This is an optimization exercise on Yosys and OpenROAD, whose aim is a short achievable clock period and few clock cycles per item, not a production implementation.
In this exercise RTL edits were held to simulation tests only and were not proved equivalent to the original.
Power figures rest on the tool's default switching activity, not on a simulated workload.

--- config.mk ---
export PLATFORM = sky130hd
export DESIGN_NAME = tiled_phase_min_max_unit
export DESIGN_NICKNAME = tiled_phase_min_max_unit
export VERILOG_FILES = /design/flow/design.v
export SDC_FILE = /design/flow/constraint.sdc
export NUM_CORES = 4
export LEC_CHECK = 0
export ABC_CLOCK_PERIOD_IN_PS = 2500
export CAP_MARGIN = 20
export CORE_MARGIN = 2
export CORE_UTILIZATION = 65
export SLEW_MARGIN = 20
--- constraint.sdc ---
create_clock -name core_clock -period 10.0 [get_ports {clock}]
set_input_delay 2.0000 -clock core_clock [delete_from_list [all_inputs] [get_ports {clock}]]
set_output_delay 2.0000 -clock core_clock [all_outputs]
set_load 0.01 [all_outputs]
--- design.v ---
package tpmm_pkg;
   localparam int DIM_W  = 14;
   localparam int PIX_W  = 13;
   localparam int TILE_W = 6;
   localparam int PH_W   = 24;
   localparam int PROD_W = DIM_W + TILE_W + 1;
   localparam logic [PH_W-1:0]  INVALID_LO     = 24'd255975;
   localparam logic [PH_W-1:0]  INVALID_HI     = 24'd256025;
   localparam logic [PH_W-1:0]  FRAME_MIN_INIT = 24'd255974;
   localparam logic [DIM_W-1:0] RESET_WIDTH    = 14'd1280;
   localparam logic [DIM_W-1:0] RESET_HEIGHT   = 14'd720;
   localparam logic REG_WIDTH  = 1'b0;
   localparam logic REG_HEIGHT = 1'b1;
   typedef struct packed {
      logic [PH_W-1:0] h_phase;
      logic [PH_W-1:0] v_phase;
   } req_type;
   typedef struct packed {
      logic [TILE_W-1:0] tile_col;
      logic [TILE_W-1:0] tile_row;
      logic [PH_W-1:0]   tile_h_max;
      logic [PH_W-1:0]   tile_h_min;
      logic [PH_W-1:0]   tile_v_max;
      logic [PH_W-1:0]   tile_v_min;
      logic [PH_W-1:0]   frame_h_max;
      logic [PH_W-1:0]   frame_h_min;
      logic [PH_W-1:0]   frame_v_max;
      logic [PH_W-1:0]   frame_v_min;
      logic              last_of_run;
      logic              frame_done;
   } rsp_type;
   typedef struct packed {
      logic [PH_W-1:0] hmax;
      logic [PH_W-1:0] hmin;
      logic [PH_W-1:0] vmax;
      logic [PH_W-1:0] vmin;
   } ent_type;
   typedef struct packed {
      logic col2;
      logic row2;
      logic col_adv;
      logic tile_end;
      logic row_last;
      logic row_end;
      logic frame_end;
   } geo_type;
   typedef enum logic [3:0] {
      ST_SWEEP,
      ST_IDLE,
      ST_MUL,
      ST_CMP,
      ST_RD,
      ST_WR,
      ST_POST,
      ST_ERD,
      ST_ELOAD
   } st_type;
   function automatic logic [DIM_W-1:0] clamp_dim(input logic [DIM_W-1:0] d,
                                                  input logic [DIM_W-1:0] hi);
      if (d < 14'd2) clamp_dim = 14'd2;
      else if (d > hi) clamp_dim = hi;
      else clamp_dim = d;
   endfunction
   function automatic logic phase_ok(input logic [PH_W-1:0] p);
      phase_ok = (p < INVALID_LO) || (p > INVALID_HI);
   endfunction
endpackage
module tpmm_ram #(
   parameter int WIDTH = 96,
   parameter int DEPTH = 64
) (
   input  logic                     clock,
   input  logic                     wr_en,
   input  logic [$clog2(DEPTH)-1:0] wr_addr,
   input  logic [WIDTH-1:0]         wr_data,
   input  logic [$clog2(DEPTH)-1:0] rd_addr,
   output logic [WIDTH-1:0]         rd_data
);
   logic [WIDTH-1:0] mem_ff [DEPTH];
   logic [WIDTH-1:0] rd_data_ff;
   always_ff @(posedge clock) begin
      if (wr_en) begin
         mem_ff[wr_addr] <= wr_data;
      end
      rd_data_ff <= mem_ff[rd_addr];
   end
   assign rd_data = rd_data_ff;
endmodule
module tpmm_geom #(
   parameter int TILES = 16
) (
   input  logic                         clock,
   input  logic                         capture,
   input  logic [tpmm_pkg::DIM_W-1:0]   width,
   input  logic [tpmm_pkg::DIM_W-1:0]   height,
   input  logic [tpmm_pkg::PIX_W-1:0]   pix_col,
   input  logic [tpmm_pkg::PIX_W-1:0]   pix_row,
   input  logic [tpmm_pkg::TILE_W-1:0]  tile_col,
   input  logic [tpmm_pkg::TILE_W-1:0]  tile_row,
   output tpmm_pkg::geo_type            flags
);
   localparam int PW = tpmm_pkg::PROD_W;
   localparam int DW = tpmm_pkg::DIM_W;
   localparam int KW = tpmm_pkg::TILE_W + 1;
   logic [DW-1:0] deff_w, deff_h;
   logic [KW-1:0] kc, kr;
   logic [PW-1:0] xc_ff, ac_ff, xr_ff, ar_ff;
   logic [PW-1:0] nc, nr;
   tpmm_pkg::geo_type flags_ff, flags_in;
   assign deff_w = (width > DW'(TILES)) ? width : DW'(TILES + 1);
   assign deff_h = (height > DW'(TILES)) ? height : DW'(TILES + 1);
   assign kc = KW'(tile_col) + KW'(1);
   assign kr = KW'(tile_row) + KW'(1);
   always_ff @(posedge clock) begin
      xc_ff <= PW'(deff_w) * PW'(kc);
      ac_ff <= PW'(pix_col) * PW'(TILES);
      xr_ff <= PW'(deff_h) * PW'(kr);
      ar_ff <= PW'(pix_row) * PW'(TILES);
      if (capture) begin
         flags_ff <= flags_in;
      end
   end
   assign nc = ac_ff + PW'(TILES);
   assign nr = ar_ff + PW'(TILES);
   always_comb begin
      flags_in.col2      = (kc < KW'(TILES)) && (ac_ff <= xc_ff) && (xc_ff < nc);
      flags_in.col_adv   = (kc < KW'(TILES)) && (nc > xc_ff);
      flags_in.row2      = (kr < KW'(TILES)) && (ar_ff <= xr_ff) && (xr_ff < nr);
      flags_in.tile_end  = nr > xr_ff;
      flags_in.row_last  = !(kr < KW'(TILES));
      flags_in.row_end   = DW'(pix_col) >= (width - DW'(1));
      flags_in.frame_end = DW'(pix_row) >= (height - DW'(1));
   end
   assign flags = flags_ff;
endmodule
module tiled_phase_min_max_unit #(
   parameter int TILES_PER_SIDE = 16,
   parameter int MAX_DIM        = 8192
) (
   input  logic                        clock,
   input  logic                        reset,
   input  logic                        req_valid,
   output logic                        req_stall,
   input  logic [47:0]                 req_payload,
   output logic                        rsp_valid,
   input  logic                        rsp_stall,
   output logic [205:0]                rsp_payload,
   input  logic                        csr_we,
   input  logic                        csr_index,
   input  logic [tpmm_pkg::DIM_W-1:0]  csr_wdata
);
   localparam int DW  = tpmm_pkg::DIM_W;
   localparam int PXW = tpmm_pkg::PIX_W;
   localparam int PHW = tpmm_pkg::PH_W;
   localparam int AW  = 18;
   localparam int NT  = 16;
   logic [DW-1:0]  csr_w_q, csr_h_q, w_cl, h_cl;
   logic [DW-1:0]  dw_q, dh_q, wm1_q, hm1_q;
   logic [PHW-1:0] init_h_q, init_v_q;
   assign w_cl = tpmm_pkg::clamp_dim(csr_w_q, DW'(MAX_DIM));
   assign h_cl = tpmm_pkg::clamp_dim(csr_h_q, DW'(MAX_DIM));
   always_ff @(posedge clock) begin
      if (reset) begin
         csr_w_q  <= tpmm_pkg::RESET_WIDTH;
         csr_h_q  <= tpmm_pkg::RESET_HEIGHT;
         dw_q     <= tpmm_pkg::RESET_WIDTH;
         dh_q     <= tpmm_pkg::RESET_HEIGHT;
         wm1_q    <= tpmm_pkg::RESET_WIDTH - DW'(1);
         hm1_q    <= tpmm_pkg::RESET_HEIGHT - DW'(1);
         init_h_q <= PHW'(tpmm_pkg::RESET_WIDTH) << 8;
         init_v_q <= PHW'(tpmm_pkg::RESET_HEIGHT) << 8;
      end else begin
         if (csr_we) begin
            if (csr_index == tpmm_pkg::REG_HEIGHT) csr_h_q <= csr_wdata;
            else csr_w_q <= csr_wdata;
         end
         dw_q     <= (w_cl > DW'(NT)) ? w_cl : DW'(NT + 1);
         dh_q     <= (h_cl > DW'(NT)) ? h_cl : DW'(NT + 1);
         wm1_q    <= w_cl - DW'(1);
         hm1_q    <= h_cl - DW'(1);
         init_h_q <= PHW'(w_cl) << 8;
         init_v_q <= PHW'(h_cl) << 8;
      end
   end
   logic          stall_q, rv_q;
   logic [47:0]   rp_q;
   logic [2:0]    qn_q, qn_in;
   logic [3:0]    qw_q, qr_q;
   logic [3:0][47:0] qd_q;
   logic          push, pop, head_v;
   logic [47:0]   head;
   assign req_stall = stall_q;
   assign push   = rv_q;
   assign head_v = (qn_q != 3'd0);
   assign qn_in  = qn_q - {2'b00, pop} + {2'b00, push};
   always_comb begin
      head = '0;
      for (int i = 0; i < 4; i++) head = head | (qd_q[i] & {48{qr_q[i]}});
   end
   always_ff @(posedge clock) begin
      rp_q <= req_payload;
      for (int i = 0; i < 4; i++) begin
         if (push && qw_q[i]) qd_q[i] <= rp_q;
      end
      if (reset) begin
         rv_q    <= 1'b0;
         stall_q <= 1'b0;
         qn_q    <= 3'd0;
         qw_q    <= 4'b0001;
         qr_q    <= 4'b0001;
      end else begin
         rv_q    <= req_valid && !stall_q;
         stall_q <= (qn_in >= 3'd2);
         qn_q    <= qn_in;
         if (push) qw_q <= {qw_q[2:0], qw_q[3]};
         if (pop) qr_q <= {qr_q[2:0], qr_q[3]};
      end
   end
   logic [PXW-1:0] c_q, r_q;
   logic [3:0]     tc_q, tr_q;
   logic [AW-1:0]  accc_q, accr_q;
   logic           sel_q;
   logic           busy_q, bwait_q;
   logic [4:0]     kc_q, kr_q;
   logic [DW-1:0]  c14, r14, ec, er;
   logic           tc_last, tr_last, col2, col_adv, row2, tile_end, row_end, frame_end;
   logic           adv1, ev_tile, ev_frame;
   logic           rot1;
   logic [3:0]     debt1;
   logic           f2v_q, f2go, hold2;
   logic           f2col2_q, f2rot_q;
   logic [3:0]     f2debt_q, debt_q;
   logic           f2sel_q, f2row2_q, f2rend_q, f2evt_q, f2evf_q, f2clr_q;
   logic [3:0]     f2tr_q;
   logic [PHW-1:0] f2h_q, f2v_ph_q;
   logic           f2hv_q, f2vv_q;
   logic [1:0]     pend_q, pend_clr;
   assign c14       = {1'b0, c_q};
   assign r14       = {1'b0, r_q};
   assign ec        = accc_q[AW-1:4];
   assign er        = accr_q[AW-1:4];
   assign tc_last   = (tc_q == 4'd15);
   assign tr_last   = (tr_q == 4'd15);
   assign col2      = !tc_last && (c14 == ec);
   assign col_adv   = !tc_last && (c14 >= ec);
   assign row2      = !tr_last && (r14 == er);
   assign tile_end  = (r14 >= er);
   assign row_end   = (c14 >= wm1_q);
   assign frame_end = (r14 >= hm1_q);
   assign ev_tile   = row_end && !frame_end && tile_end;
   assign ev_frame  = row_end && frame_end;
   assign rot1      = row_end ? (tc_q != 4'd0) : col_adv;
   assign debt1     = (row_end && tc_q != 4'd0) ? 4'd15 - tc_q : 4'd0;
   assign hold2 = pend_q[f2sel_q] || (pend_q[!f2sel_q] && f2row2_q) ||
                  ((pend_q != 2'b00) && f2rend_q);
   assign f2go  = f2v_q && !hold2 && (debt_q == 4'd0);
   assign adv1  = head_v && !busy_q && (!f2v_q || f2go);
   assign pop   = adv1;
   always_ff @(posedge clock) begin
      if (reset) begin
         c_q     <= '0;
         r_q     <= '0;
         tc_q    <= '0;
         tr_q    <= '0;
         accc_q  <= AW'(tpmm_pkg::RESET_WIDTH);
         accr_q  <= AW'(tpmm_pkg::RESET_HEIGHT);
         sel_q   <= 1'b0;
         busy_q  <= 1'b0;
         bwait_q <= 1'b0;
         kc_q    <= '0;
         kr_q    <= '0;
      end else if (csr_we) begin
         busy_q  <= 1'b1;
         bwait_q <= 1'b1;
         accc_q  <= '0;
         accr_q  <= '0;
         kc_q    <= '0;
         kr_q    <= '0;
      end else if (busy_q) begin
         if (bwait_q) begin
            bwait_q <= 1'b0;
         end else begin
            if (kc_q != {1'b0, tc_q} + 5'd1) begin
               accc_q <= accc_q + AW'(dw_q);
               kc_q   <= kc_q + 5'd1;
            end
            if (kr_q != {1'b0, tr_q} + 5'd1) begin
               accr_q <= accr_q + AW'(dh_q);
               kr_q   <= kr_q + 5'd1;
            end
            if (kc_q == {1'b0, tc_q} + 5'd1 && kr_q == {1'b0, tr_q} + 5'd1) busy_q <= 1'b0;
         end
      end else if (adv1) begin
         if (col_adv) begin
            tc_q   <= tc_q + 4'd1;
            accc_q <= accc_q + AW'(dw_q);
         end
         if (!row_end) begin
            c_q <= c_q + PXW'(1);
         end else begin
            c_q    <= '0;
            tc_q   <= '0;
            accc_q <= AW'(dw_q);
            if (frame_end) begin
               r_q    <= '0;
               tr_q   <= '0;
               accr_q <= AW'(dh_q);
               if (!row2) sel_q <= !sel_q;
            end else begin
               if (tile_end && !tr_last) begin
                  tr_q   <= tr_q + 4'd1;
                  accr_q <= accr_q + AW'(dh_q);
                  sel_q  <= !sel_q;
               end
               r_q <= r_q + PXW'(1);
            end
         end
      end
   end
   always_ff @(posedge clock) begin
      if (adv1) begin
         f2col2_q <= col2;
         f2rot_q  <= rot1;
         f2debt_q <= debt1;
         f2sel_q  <= sel_q;
         f2row2_q <= row2;
         f2rend_q <= row_end;
         f2evt_q  <= ev_tile;
         f2evf_q  <= ev_frame;
         f2clr_q  <= ev_frame && !row2;
         f2tr_q   <= tr_q;
         f2h_q    <= head[47:24];
         f2v_ph_q <= head[23:0];
         f2hv_q   <= tpmm_pkg::phase_ok(head[47:24]);
         f2vv_q   <= tpmm_pkg::phase_ok(head[23:0]);
      end
      if (reset) f2v_q <= 1'b0;
      else if (adv1) f2v_q <= 1'b1;
      else if (f2go) f2v_q <= 1'b0;
      if (reset) debt_q <= 4'd0;
      else if (f2go) debt_q <= f2debt_q;
      else if (debt_q != 4'd0) debt_q <= debt_q - 4'd1;
   end
   always_ff @(posedge clock) begin
      if (reset) begin
         pend_q <= 2'b00;
      end else begin
         for (int b = 0; b < 2; b++) begin
            if (f2go && (f2evt_q || f2evf_q) && f2sel_q == 1'(b)) pend_q[b] <= 1'b1;
            else if (f2go && f2evf_q && f2row2_q && f2sel_q != 1'(b)) pend_q[b] <= 1'b1;
            else if (pend_clr[b]) pend_q[b] <= 1'b0;
         end
      end
   end
   logic [1:0]     mm0_q, mm1_q, mrot_q, mclr_q, mrot_d, mov_q, shq_q, shift_d;
   logic [PHW-1:0] mh_q, mv_q;
   logic           mhv_q, mvv_q;
   always_comb begin
      for (int b = 0; b < 2; b++) mrot_d[b] = (f2go && f2rot_q && !pend_q[b]) || (debt_q != 4'd0);
   end
   always_ff @(posedge clock) begin
      mh_q  <= f2h_q;
      mv_q  <= f2v_ph_q;
      mhv_q <= f2hv_q;
      mvv_q <= f2vv_q;
      if (reset) begin
         mm0_q  <= '0;
         mm1_q  <= '0;
         mrot_q <= '0;
         mov_q  <= '0;
         shq_q  <= '0;
         mclr_q <= 2'b11;
      end else begin
         for (int b = 0; b < 2; b++) begin
            mm0_q[b]  <= f2go && (f2sel_q == 1'(b) || f2row2_q);
            mm1_q[b]  <= f2go && (f2sel_q == 1'(b) || f2row2_q) && f2col2_q;
            mrot_q[b] <= mrot_d[b];
            shq_q[b]  <= shift_d[b];
            mov_q[b]  <= mrot_d[b] || shift_d[b];
            mclr_q[b] <= f2go && f2clr_q && f2sel_q != 1'(b);
         end
      end
   end
   logic [1:0][NT-1:0][PHW-1:0] e_hmax, e_hmin, e_vmax, e_vmin;
   for (genvar b = 0; b < 2; b++) begin : g_bank
      logic [PHW-1:0] m0_hmax, m0_hmin, m0_vmax, m0_vmin;
      logic [PHW-1:0] m1_hmax, m1_hmin, m1_vmax, m1_vmin;
      assign m0_hmax = (mm0_q[b] && mhv_q && (mh_q > e_hmax[b][0])) ? mh_q : e_hmax[b][0];
      assign m0_hmin = (mm0_q[b] && mhv_q && (mh_q < e_hmin[b][0])) ? mh_q : e_hmin[b][0];
      assign m0_vmax = (mm0_q[b] && mvv_q && (mv_q > e_vmax[b][0])) ? mv_q : e_vmax[b][0];
      assign m0_vmin = (mm0_q[b] && mvv_q && (mv_q < e_vmin[b][0])) ? mv_q : e_vmin[b][0];
      assign m1_hmax = (mm1_q[b] && mhv_q && (mh_q > e_hmax[b][1])) ? mh_q : e_hmax[b][1];
      assign m1_hmin = (mm1_q[b] && mhv_q && (mh_q < e_hmin[b][1])) ? mh_q : e_hmin[b][1];
      assign m1_vmax = (mm1_q[b] && mvv_q && (mv_q > e_vmax[b][1])) ? mv_q : e_vmax[b][1];
      assign m1_vmin = (mm1_q[b] && mvv_q && (mv_q < e_vmin[b][1])) ? mv_q : e_vmin[b][1];
      for (genvar i = 0; i < NT; i++) begin : g_ent
         logic [PHW-1:0] nx_hmax, nx_hmin, nx_vmax, nx_vmin;    
         logic [PHW-1:0] st_hmax, st_hmin, st_vmax, st_vmin;    
         logic           to_init;
         if (i == NT - 1) begin : g_top
            assign to_init = mclr_q[b] || shq_q[b];
            assign nx_hmax = m0_hmax;
            assign nx_hmin = m0_hmin;
            assign nx_vmax = m0_vmax;
            assign nx_vmin = m0_vmin;
            assign st_hmax = e_hmax[b][i];
            assign st_hmin = e_hmin[b][i];
            assign st_vmax = e_vmax[b][i];
            assign st_vmin = e_vmin[b][i];
         end else if (i == 0) begin : g_head
            assign to_init = mclr_q[b];
            assign nx_hmax = m1_hmax;
            assign nx_hmin = m1_hmin;
            assign nx_vmax = m1_vmax;
            assign nx_vmin = m1_vmin;
            assign st_hmax = m0_hmax;
            assign st_hmin = m0_hmin;
            assign st_vmax = m0_vmax;
            assign st_vmin = m0_vmin;
         end else begin : g_body
            assign to_init = mclr_q[b];
            assign nx_hmax = e_hmax[b][i+1];
            assign nx_hmin = e_hmin[b][i+1];
            assign nx_vmax = e_vmax[b][i+1];
            assign nx_vmin = e_vmin[b][i+1];
            if (i == 1) begin : g_st1
               assign st_hmax = m1_hmax;
               assign st_hmin = m1_hmin;
               assign st_vmax = m1_vmax;
               assign st_vmin = m1_vmin;
            end else begin : g_stn
               assign st_hmax = e_hmax[b][i];
               assign st_hmin = e_hmin[b][i];
               assign st_vmax = e_vmax[b][i];
               assign st_vmin = e_vmin[b][i];
            end
         end
         always_ff @(posedge clock) begin
            if (to_init) begin
               e_hmax[b][i] <= '0;
               e_hmin[b][i] <= init_h_q;
               e_vmax[b][i] <= '0;
               e_vmin[b][i] <= init_v_q;
            end else if ((i == NT - 1) ? mrot_q[b] : mov_q[b]) begin
               e_hmax[b][i] <= nx_hmax;
               e_hmin[b][i] <= nx_hmin;
               e_vmax[b][i] <= nx_vmax;
               e_vmin[b][i] <= nx_vmin;
            end else begin
               e_hmax[b][i] <= st_hmax;
               e_hmin[b][i] <= st_hmin;
               e_vmax[b][i] <= st_vmax;
               e_vmin[b][i] <= st_vmin;
            end
         end
      end
   end
   logic           est_q, ew1_q, eact_q, eph_q, etwo_q, eframe_q, ebank_q, cur_bank;
   logic           cur_bank_q;
   logic [3:0]     eidx_q, erow_q;
   logic           fire, fire_q, fire_d, last_ent, deq, evt;
   logic           eact_d, eph_d, ebank_d;
   logic [2:0]     eqn_d;
   logic [2:0]     eqn_q;    
   localparam int EQW = 12 + 4 * PHW;
   logic [2:0][EQW-1:0] eq_q;
   logic [EQW-1:0]      eq_in;
   logic [PHW-1:0] g_hmax_q, g_hmin_q, g_vmax_q, g_vmin_q;
   logic           ov_q;
   logic [205:0]   o_q;
   assign deq      = ov_q && !rsp_stall;
   assign fire     = fire_q;
   assign last_ent = (eidx_q == 4'd15);
   assign cur_bank = cur_bank_q;
   assign eq_in = {eidx_q, {2'b00, erow_q} + {5'd0, eph_q},
                   last_ent && (eph_q || !etwo_q),
                   last_ent && (eph_q || !etwo_q) && eframe_q,
                   e_hmax[cur_bank][0], e_hmin[cur_bank][0],
                   e_vmax[cur_bank][0], e_vmin[cur_bank][0]};
   always_comb begin
      pend_clr = '0;
      if (fire && last_ent) pend_clr[cur_bank] = 1'b1;
      evt     = f2go && (f2evt_q || f2evf_q);
      eact_d  = eact_q;
      eph_d   = eph_q;
      ebank_d = evt ? f2sel_q : ebank_q;
      if (evt) eph_d = 1'b0;
      if (ew1_q) eact_d = 1'b1;
      if (fire && last_ent) begin
         if (etwo_q && !eph_q) begin
            eph_d = 1'b1;
         end else begin
            eph_d  = 1'b0;
            eact_d = 1'b0;
         end
      end
      if (fire && !deq) eqn_d = {eqn_q[1:0], 1'b1};
      else if (deq && !fire) eqn_d = {1'b0, eqn_q[2:1]};
      else eqn_d = eqn_q;
      fire_d = eact_d && !eqn_d[2];
      for (int b = 0; b < 2; b++) shift_d[b] = fire_d && ((ebank_d ^ eph_d) == 1'(b));
   end
   always_ff @(posedge clock) begin
      for (int k = 0; k < 3; k++) begin
         if (fire && (deq ? (eqn_q[k] && (k == 2 || !eqn_q[(k + 1) % 3]))
                          : (!eqn_q[k] && (k == 0 || eqn_q[(k + 2) % 3]))))
            eq_q[k] <= eq_in;
         else if (deq)
            eq_q[k] <= (k < 2) ? eq_q[(k + 1) % 3] : eq_q[k];
      end
      if (reset) begin
         ew1_q  <= 1'b0;
         fire_q <= 1'b0;
         est_q  <= 1'b0;
         eact_q <= 1'b0;
         eqn_q  <= 3'd0;
      end else begin
         if (f2go && (f2evt_q || f2evf_q)) est_q <= 1'b1;
         else if (est_q && debt_q == 4'd0) est_q <= 1'b0;
         ew1_q <= est_q && debt_q == 4'd0;
         eqn_q  <= eqn_d;
         fire_q <= fire_d;
         eact_q  <= eact_d;
         eph_q   <= eph_d;
         ebank_q <= ebank_d;
         cur_bank_q <= ebank_d ^ eph_d;
         if (evt) begin
            etwo_q   <= f2evf_q && f2row2_q;
            erow_q   <= f2tr_q;
            eframe_q <= f2evf_q;
            eidx_q   <= '0;
         end
         if (fire) eidx_q <= eidx_q + 4'd1;
      end
   end
   logic [EQW-1:0] h0, h1;
   logic [PHW-1:0] gp_hmax, gp_hmin, gp_vmax, gp_vmin;
   logic [205:0]   rec_a, rec_b;
   function automatic logic [205:0] mkrec(input logic [EQW-1:0] h,
                                          input logic [PHW-1:0] ghmax, input logic [PHW-1:0] ghmin,
                                          input logic [PHW-1:0] gvmax, input logic [PHW-1:0] gvmin);
      logic [3:0]     col;
      logic [5:0]     row;
      logic           last, done;
      logic [PHW-1:0] hmax, hmin, vmax, vmin;
      {col, row, last, done, hmax, hmin, vmax, vmin} = h;
      mkrec = {2'b00, col, row, hmax, hmin, vmax, vmin,
               (ghmax < hmax) ? hmax : ghmax, (ghmin > hmin) ? hmin : ghmin,
               (gvmax < vmax) ? vmax : gvmax, (gvmin > vmin) ? vmin : gvmin,
               last, done};
   endfunction
   assign h0 = eq_q[0];
   assign h1 = eq_q[1];
   logic [4*PHW-1:0] gp_q, gp_d;
   assign {gp_hmax, gp_hmin, gp_vmax, gp_vmin} = gp_q;
   assign rec_a  = mkrec(h1, gp_hmax, gp_hmin, gp_vmax, gp_vmin);
   assign rec_b  = mkrec(h0, g_hmax_q, g_hmin_q, g_vmax_q, g_vmin_q);
   assign gp_d   = (deq ? rec_a[0] : rec_b[0]) ?
                   {24'd0, tpmm_pkg::FRAME_MIN_INIT, 24'd0, tpmm_pkg::FRAME_MIN_INIT} :
                   (deq ? rec_a[97:2] : rec_b[97:2]);
   always_ff @(posedge clock) begin
      if (reset) begin
         g_hmax_q <= '0;
         g_hmin_q <= tpmm_pkg::FRAME_MIN_INIT;
         g_vmax_q <= '0;
         g_vmin_q <= tpmm_pkg::FRAME_MIN_INIT;
      end else if (deq) begin
         g_hmax_q <= gp_hmax;
         g_hmin_q <= gp_hmin;
         g_vmax_q <= gp_vmax;
         g_vmin_q <= gp_vmin;
      end
   end
   always_ff @(posedge clock) begin
      o_q  <= deq ? rec_a : rec_b;
      gp_q <= gp_d;
      if (reset) ov_q <= 1'b0;
      else ov_q <= deq ? eqn_q[1] : eqn_q[0];
   end
   assign rsp_valid   = ov_q;
   assign rsp_payload = o_q;
endmodule
--- flow/run.sh ---
#!/bin/bash
set -o pipefail
export SETUP_SLACK_MARGIN=7
bash standard.sh > standard.log 2>&1
--- standard.sh ---
#!/bin/bash
# synth_recipe.tcl (not shown) runs the flow's synth.tcl, then flattens the netlist and writes it again
# the make line also repeats each setting of config.mk as NAME=value (left out here)
make -C /OpenROAD-flow-scripts/flow DESIGN_CONFIG=/design/flow/config.mk WORK_HOME=/design/flow/orfs CLKGATE_MAP_FILE= SYNTH_SCRIPT=/design/flow/synth_recipe.tcl "${@:-finish}"
==> results.toml, run 1 <==
[grt]
grt_antenna_before_repair = 20
first_global_vias = 118000
grt_use_total = 0.327
global_route_wire_length_before_repair_um = 705000
grt_start_max_net_pins = 238
grt_remaining_overflow = 0

[synthesis]
synth.ff_latch_count = 4392
synth_cells = 16200
yosys.area.top_type = "sky130_fd_sc_hd__edfxtp_1"
synth.most_common_cell = "sky130_fd_sc_hd__dfxtp_1"
synth_enable_flop_cells = 1936
netlist_top_cells_area = "sky130_fd_sc_hd__edfxtp_1, sky130_fd_sc_hd__dfxtp_1, sky130_fd_sc_hd__mux2i_1"
synth_warnings = 1
ys_top_cells_by_count = "sky130_fd_sc_hd__dfxtp_1, sky130_fd_sc_hd__mux2i_1, sky130_fd_sc_hd__edfxtp_1, sky130_fd_sc_hd__nor2_1, sky130_fd_sc_hd__inv_1"
synthesis.area_um2 = 179000
ys_types = 89
syn_area_per_cell_um2 = 11.1
synth-main-ff-cell = "sky130_fd_sc_hd__dfxtp_1"
async_reset_ff_frac = 0
synth_seq_area_share = 0.599
synth.top_cell.area_share = 0.325

[floorplan]
chipWidth_um = 529
die_y_um = 529
placement_rows = 192
io_pins = 276
initial_core_util = 0.654
coreArea_um2 = 274000
fp.dieArea_um2 = 280000

[finish]
nFillCells = 17800
multiInputGateArea_um2 = 66300
layout.cells.non_filler = 20400
drive_gt1_frac = 0.128
regArea_um2 = 108000
num-nets-final = 17100
flow.area_growth_from_synthesis_pct = 16.1

[timing]
setup_viol_count_final = 0
sum_of_negative_setup_slack_ns = 0
finalCritPeriodShare = 0.345
max_freq_mhz = 290
slew_headroom = 0.148
final-max-slew-violation-count = 0
setup_skew_after_layout_ns = 0.0653
worstMarginPinSlew_ns = 1.28
timing.final.hold_violations = 0
layout_min_cycle_time_ns = 3.45
rsz_0062_raised_after_global_routing = "yes"

[route]
wire_per_inst_um = 23.3
antenna_violating_nets_post_route = 0
via_per_inst = 5.99
drc_errors = 0
detail_route.iter0.violations = 13400
first_pass_iters = 9
vias = 122000
finalWirelength_um = 475000

[job]
max_cap_viol_count = 0

[power]
power-per-cell-area_nw_per_um2 = 252
seq_power_share = 0.450
max-vdd-ir-drop_v = 0.000225
combPwrFrac = 0.238
switching_share = 0.309
leakagePower_nw = 85.5
clock_power_share = 0.313
internal-power_mw = 36.2
power_switching_mw = 16.2

[worst_setup_path]
worst_r2r_startpoint = "mh_q[8]$_DFF_P_"
critPathLaunchType = "flip-flop"
crit_chain = "buf_6"
highest_fanout_seen_on_the_critical_path = 1
setup.worst_path.start = "o_q[169]$_DFF_P_"
arrival_worst_endpoint_ns = 1.45
worstPathRequired_ns = 8.00
critical_path.endpoint_type = "primary output"
timing.critical_path.buf_inv = 1
timing_worst_setup_path_type = "reg2out"
crit_slowest_cell = "sky130_fd_sc_hd__dfxtp_4"
path_delay_family = "flip-flops"
critical_path.max_stage_delay_ns = 0.37

[min_path]
hp-class = "reg2reg"
hold_path_startpoint = "f2v_ph_q[17]$_DFFE_PP_"

[cts]
clockBufferDepth = 4
numClockSinks = 4392
tritoncts = "built"
numCtsBuffers = 428
clock-root-buffer = "sky130_fd_sc_hd__clkbuf_16"
worst_setup_hold_path_clk_slew_ns = 0.06
clk-insertion-delay-late_ns = 0.99
cts_h_tree_lvls = 5

[status]
run_status = "finished clean"

[place]
numPlacedInstances = 19200
routabilityCongestion = 0.907
dp.final_hpwl_um = 287000
portBuffers = 272
==> flip-flops by register name, summed over array words and instances (netlist names), 18 cells and up <==
register	count
g_hmax_q	24
mh_q	24
accc_q	18
gp_q	96
e_vmin	768
e_hmin	768
rp_q	48
f2v_ph_q	24
g_vmax_q	24
f2h_q	24
g_hmin_q	24
e_hmax	768
eq_q	321
mv_q	24
qd_q	192
e_vmax	768
o_q	203
accr_q	18
g_vmin_q	24
==> final timing paths <==
kind         slack [ns]  depth (start not counted)                    end
min reg2reg        0.34                          0       mv_q[17]$_DFF_P_
min                0.34                          0       mv_q[17]$_DFF_P_
max                6.55                          1       rsp_payload[169]
max reg2reg        6.83                         12  e_hmin[374]$_DFFE_PP_
==> layer usage <==
metal / share of wire / vias up / track usage
met5: 0.00048 / - / 0
met2: 0.43 / 5195 / 0.488
li1: - / 56400 / -
met4: 0.044 / 10 / 0.124
met3: 0.096 / 903 / 0.0583
met1: 0.43 / 59400 / 0.476
==> power by group through the flow <==
stage / clock network [mW] / registers (mW) / logic [mW]
2_1_floorplan: 0 / 23.1 / 7.16
3_3_place_gp: 0 / 23.8 / 9.79
3_5_place_dp: 0 / 23.8 / 10.1
4_1_cts: 16.5 / 23.4 / 11.2
5_1_grt: 17.2 / 23.7 / 13.3
6_report: 16.4 / 23.5 / 12.4
==> kinds of logic after synthesis <==
group	Yosys count	synth area share
other	1	0.0000210
adders and majority gates	667	0.0468
AOI/OAI and AO/OA	2821	0.0920
xor gates and xnor gates	77	0.00377
muxes	2008	0.113
buffers and inverters	2433	0.0516
DFF	4392	0.599
and+or+nand+nor	3762	0.0937
==> cells in the final DEF (no fill, tap or decap), drive strengths merged, types with 282 or more instances in the layout <==
cell and instances:
a211oi 282, inv 1496, clkbuf 614, dfxtp 2456, a21oi 619, nor2b 548, nand2 862, ha 664
nor2 1844, buf 634, o21ai 1301, edfxtp 1936, mux2i 1953
==> cell type report <==
cell class	instances	area share
tap	3589	0.0216
inverter	1479	0.0270
multi-input combinational	9352	0.319
antenna	6	0.0000722
timing repair buffer	728	0.0449
timing repair inverter	3	0.000126
clock buffer	602	0.0590
clock inverter	199	0.00978
sequential	4392	0.518
==> timing repair <==
action	in CTS	in global routing
hold buffers	0	0
pin swaps	65	116
endpoints found under the setup margin	4054	1802
endpoints found under the hold margin	0	0
buffers inserted	137	119
gates cloned	47	11
resized for setup	1793	624
==> per-stage QoR <==
step           area [um^2]  hold slack [ns]  setup slack [ns]  power, mW   util
2_1_floorplan       179000            0.323              5.30       30.3      -
3_3_place_gp        184000            0.324              4.26       33.5  0.673
3_5_place_dp        184000            0.327              4.20       34.0  0.673
4_1_cts             204000            0.338              6.48       51.2  0.744
5_1_grt             208000            0.351              6.51       54.2  0.759
6_report            208000            0.340              6.55       52.3  0.759
Testbench counts, summed over its fixed seeds: cycles 79,240, pixels 79,048.
==> run 2: changes to the inputs <==
--- a/config.mk
+++ b/config.mk
@@ -9,4 +9,6 @@
 export CAP_MARGIN = 20
 export CORE_MARGIN = 2
 export CORE_UTILIZATION = 65
+export CTS_CLUSTER_DIAMETER = 60
+export CTS_CLUSTER_SIZE = 24
 export SLEW_MARGIN = 20
==> results.toml, run 2 <==
[status]
run_status = "finished clean"

[timing]
setup_skew_after_layout_ns = 0.0398
final-max-slew-violation-count = 0
layout_min_cycle_time_ns = 3.45
finalCritPeriodShare = 0.345
worstMarginPinSlew_ns = 1.39
slew_headroom = 0.0726
rsz_0062_raised_after_global_routing = "yes"
timing.final.hold_violations = 0
max_freq_mhz = 290
sum_of_negative_setup_slack_ns = 0
setup_viol_count_final = 0

[worst_setup_path]
critical_path.endpoint_type = "primary output"
timing.critical_path.depth = 1
r2r_cells = 13
crit_chain = "buf_6"
timing_worst_setup_path_type = "reg2out"
critPathLaunchType = "flip-flop"
highest_fanout_seen_on_the_critical_path = 1
critical_path.max_stage_delay_ns = 0.37
timing.critical_path.buf_inv = 1
path_delay_family = "flip-flops"
crit_slowest_cell = "sky130_fd_sc_hd__dfxtp_2"
reg2reg_setup_slack_ns = 6.81
worstPathRequired_ns = 8.00
arrival_worst_endpoint_ns = 1.45

[cts]
tritoncts = "built"
clockBufferDepth = 4
clk-insertion-delay-late_ns = 0.94
worst_setup_hold_path_clk_slew_ns = 0.10
numCtsBuffers = 268
clock-root-buffer = "sky130_fd_sc_hd__clkbuf_16"
cts_h_tree_lvls = 5
cts_hold_buf = 0
numClockSinks = 4392

[power]
seq_power_share = 0.487
switching_share = 0.325
total_power_mw = 48.2
clock_power_share = 0.250
leakagePower_nw = 82.9
internal-power_mw = 32.6
max-vdd-ir-drop_v = 0.000239
power_switching_mw = 15.7
combPwrFrac = 0.263
power-per-cell-area_nw_per_um2 = 237

[synthesis]
synth.top_cell.area_share = 0.325
netlist_top_cells_area = "sky130_fd_sc_hd__edfxtp_1, sky130_fd_sc_hd__dfxtp_1, sky130_fd_sc_hd__mux2i_1"
synth-main-ff-cell = "sky130_fd_sc_hd__dfxtp_1"
synth_enable_flop_cells = 1936
synth.most_common_cell = "sky130_fd_sc_hd__dfxtp_1"
synthesis.area_um2 = 179000
synth.ff_latch_count = 4392
syn_area_per_cell_um2 = 11.1
ys_top_cells_by_count = "sky130_fd_sc_hd__dfxtp_1, sky130_fd_sc_hd__mux2i_1, sky130_fd_sc_hd__edfxtp_1, sky130_fd_sc_hd__nor2_1, sky130_fd_sc_hd__inv_1"
async_reset_ff_frac = 0
synth_warnings = 1
yosys.area.top_type = "sky130_fd_sc_hd__edfxtp_1"
synth_seq_area_share = 0.599
ys_types = 89
synth_cells = 16200

[job]
max_cap_viol_count = 0

[finish]
nFillCells = 18400
layout.cells.non_filler = 20100
flow.area_growth_from_synthesis_pct = 13.7
layout.cells.most_common_list = "sky130_fd_sc_hd__dfxtp_1, sky130_fd_sc_hd__edfxtp_1, sky130_fd_sc_hd__nor2_1, sky130_fd_sc_hd__mux2i_1, sky130_fd_sc_hd__inv_1"
mostFrequentLayoutCell = "sky130_fd_sc_hd__dfxtp_1"
num-nets-final = 17000
drive_gt1_frac = 0.123

[place]
portBuffers = 272
routabilityCongestion = 0.907
numPlacedInstances = 19200
dp.final_hpwl_um = 287000

[route]
drc_errors = 0
first_pass_iters = 9
via_per_inst = 6.02
finalWirelength_um = 467000
wire_per_inst_um = 23.3
antenna_violating_nets_post_route = 0
vias = 121000
detail_route.iter0.violations = 13400

[grt]
grt_use_total = 0.320
grt_antenna_before_repair = 17
grt_start_max_net_pins = 238
grt_remaining_overflow = 0
global_route_wire_length_before_repair_um = 691000
first_global_vias = 115000

[min_path]
hp-class = "reg2reg"
hold_depth = 0

[floorplan]
die_y_um = 529
initial_core_util = 0.654
io_pins = 276
placement_rows = 192
fp.dieArea_um2 = 280000
chipWidth_um = 529
coreArea_um2 = 274000
run 2: cell count changes in the layout (fill, tap and decap cells not counted), sizes merged:
cell,before,now
buf,634,668
clkinvlp,21,10
bufinv,32,5
clkdlybuf4s15,0,1
clkbuf,614,363
diode,6,8
clkinv,132,52
inv,1496,1555
bufbuf,18,17
run 2: final cells by class:
cell class                      instances  area [um^2]  area share
Timing Repair Buffer                  768         9730      0.0478
Inverter                             1479         5610      0.0276
Tap cell                             3589         4490      0.0221
Antenna cell                            8         20.0   0.0000984
Timing Repair inverter                  3         26.3    0.000129
Multi-Input combinational cell       9352        66900       0.329
Sequential cell                      4392       108000       0.530
Clock buffer                          345         7430      0.0365
Clock inverter                        140         1510     0.00740
run 2: power by group through the flow:
| stage | Combinational [mW] | Clock (mW) | Sequential (mW) |
|---|---|---|---|
| 2_1_floorplan | 7.16 | 0 | 23.1 |
| 6_report | 12.7 | 12.1 | 23.5 |
| 3_5_place_dp | 10.1 | 0 | 23.8 |
| 4_1_cts | 11.2 | 12.2 | 23.4 |
| 5_1_grt | 13.5 | 12.8 | 23.7 |
| 3_3_place_gp | 9.79 | 0 | 23.8 |
run 2: through the flow:
| step | setup WS, ns | util | instance area, um^2 | hold WS (ns) |
|---|---|---|---|---|
| 3_5_place_dp | 4.20 | 0.673 | 184000 | 0.327 |
| 3_3_place_gp | 4.26 | 0.673 | 184000 | 0.324 |
| 4_1_cts | 6.48 | 0.724 | 198000 | 0.347 |
| 2_1_floorplan | 5.30 | - | 179000 | 0.323 |
| 5_1_grt | 6.51 | 0.743 | 203000 | 0.356 |
| 6_report | 6.55 | 0.743 | 203000 | 0.346 |
run 2: logic make-up (layout without fill, tap and decap cells):
family / count (synthesis) / after routing / synth area share
flip-flops: 4392 / 4392 / 0.599
AND/OR/NAND/NOR: 3762 / 3772 / 0.0937
AO/OA/AOI/OAI: 2821 / 2823 / 0.0920
buffers and inverters: 2433 / 2735 / 0.0516
multiplexers: 2008 / 2008 / 0.113
adder cells (fa/ha/maj): 667 / 667 / 0.0468
XOR/XNOR: 77 / 77 / 0.00377
other: 1 / 13 / 0.0000210
run 2: final timing paths:
check                                    startpoint                endpoint
worst min-delay path            f2h_q[16]$_DFFE_PP_        mh_q[16]$_DFF_P_
worst min register to register  f2h_q[16]$_DFFE_PP_        mh_q[16]$_DFF_P_
worst max register to register     mh_q[15]$_DFF_P_  e_hmax[389]$_SDFF_PP0_
worst max-delay path               o_q[201]$_DFF_P_        rsp_payload[201]
run 2: repair_timing:
| item | in CTS | in global routing |
|---|---|---|
| gates resized for setup | 1768 | 742 |
| setup endpoints to repair | 3970 | 2112 |
| pin swaps | 66 | 172 |
| gates cloned | 42 | 23 |
| setup buffers | 151 | 138 |
run 2: layer usage:
| layer | up-vias | GRT usage | wire, um |
|---|---|---|---|
| li1 | 56000 | - | - |
| met1 | 59200 | 0.475 | 200000 |
| met2 | 4923 | 0.478 | 205000 |
| met3 | 778 | 0.0512 | 44600 |
| met4 | 14 | 0.112 | 17400 |
| met5 | - | 0 | 99 |

==> separate check: timing with driven ports <==
No port has a modelled driver above. Below, the same layouts with a new extraction and two added sets of constraints.
Step 1: set_driving_cell puts a clkbuf_16 on clock and a buf_2 on each other input, an assumption about the parent block.
Step 2 also shifts input and output timing later by t, the mid clock arrival at the registers, as if the neighbouring blocks saw the same clock.
Slacks: no drivers / after step 1 / after step 2; pairs: no drivers / after step 1.
run	t, ns	slack for setup (ns)	worst register clock-pin slew, ns	worst data-port slew with drivers (ns)
run 1	1.060	6.550 / 6.445 / 5.993	0.07 / 0.07	0.10
run 2	1.025	6.551 / 6.446 / 6.036	0.10 / 0.10	0.09
After both steps setup and hold are still met in every run listed. For run 1, which loses most, drivers alone change the setup slack by -0.105 ns; drivers and shift together by -0.557 ns.
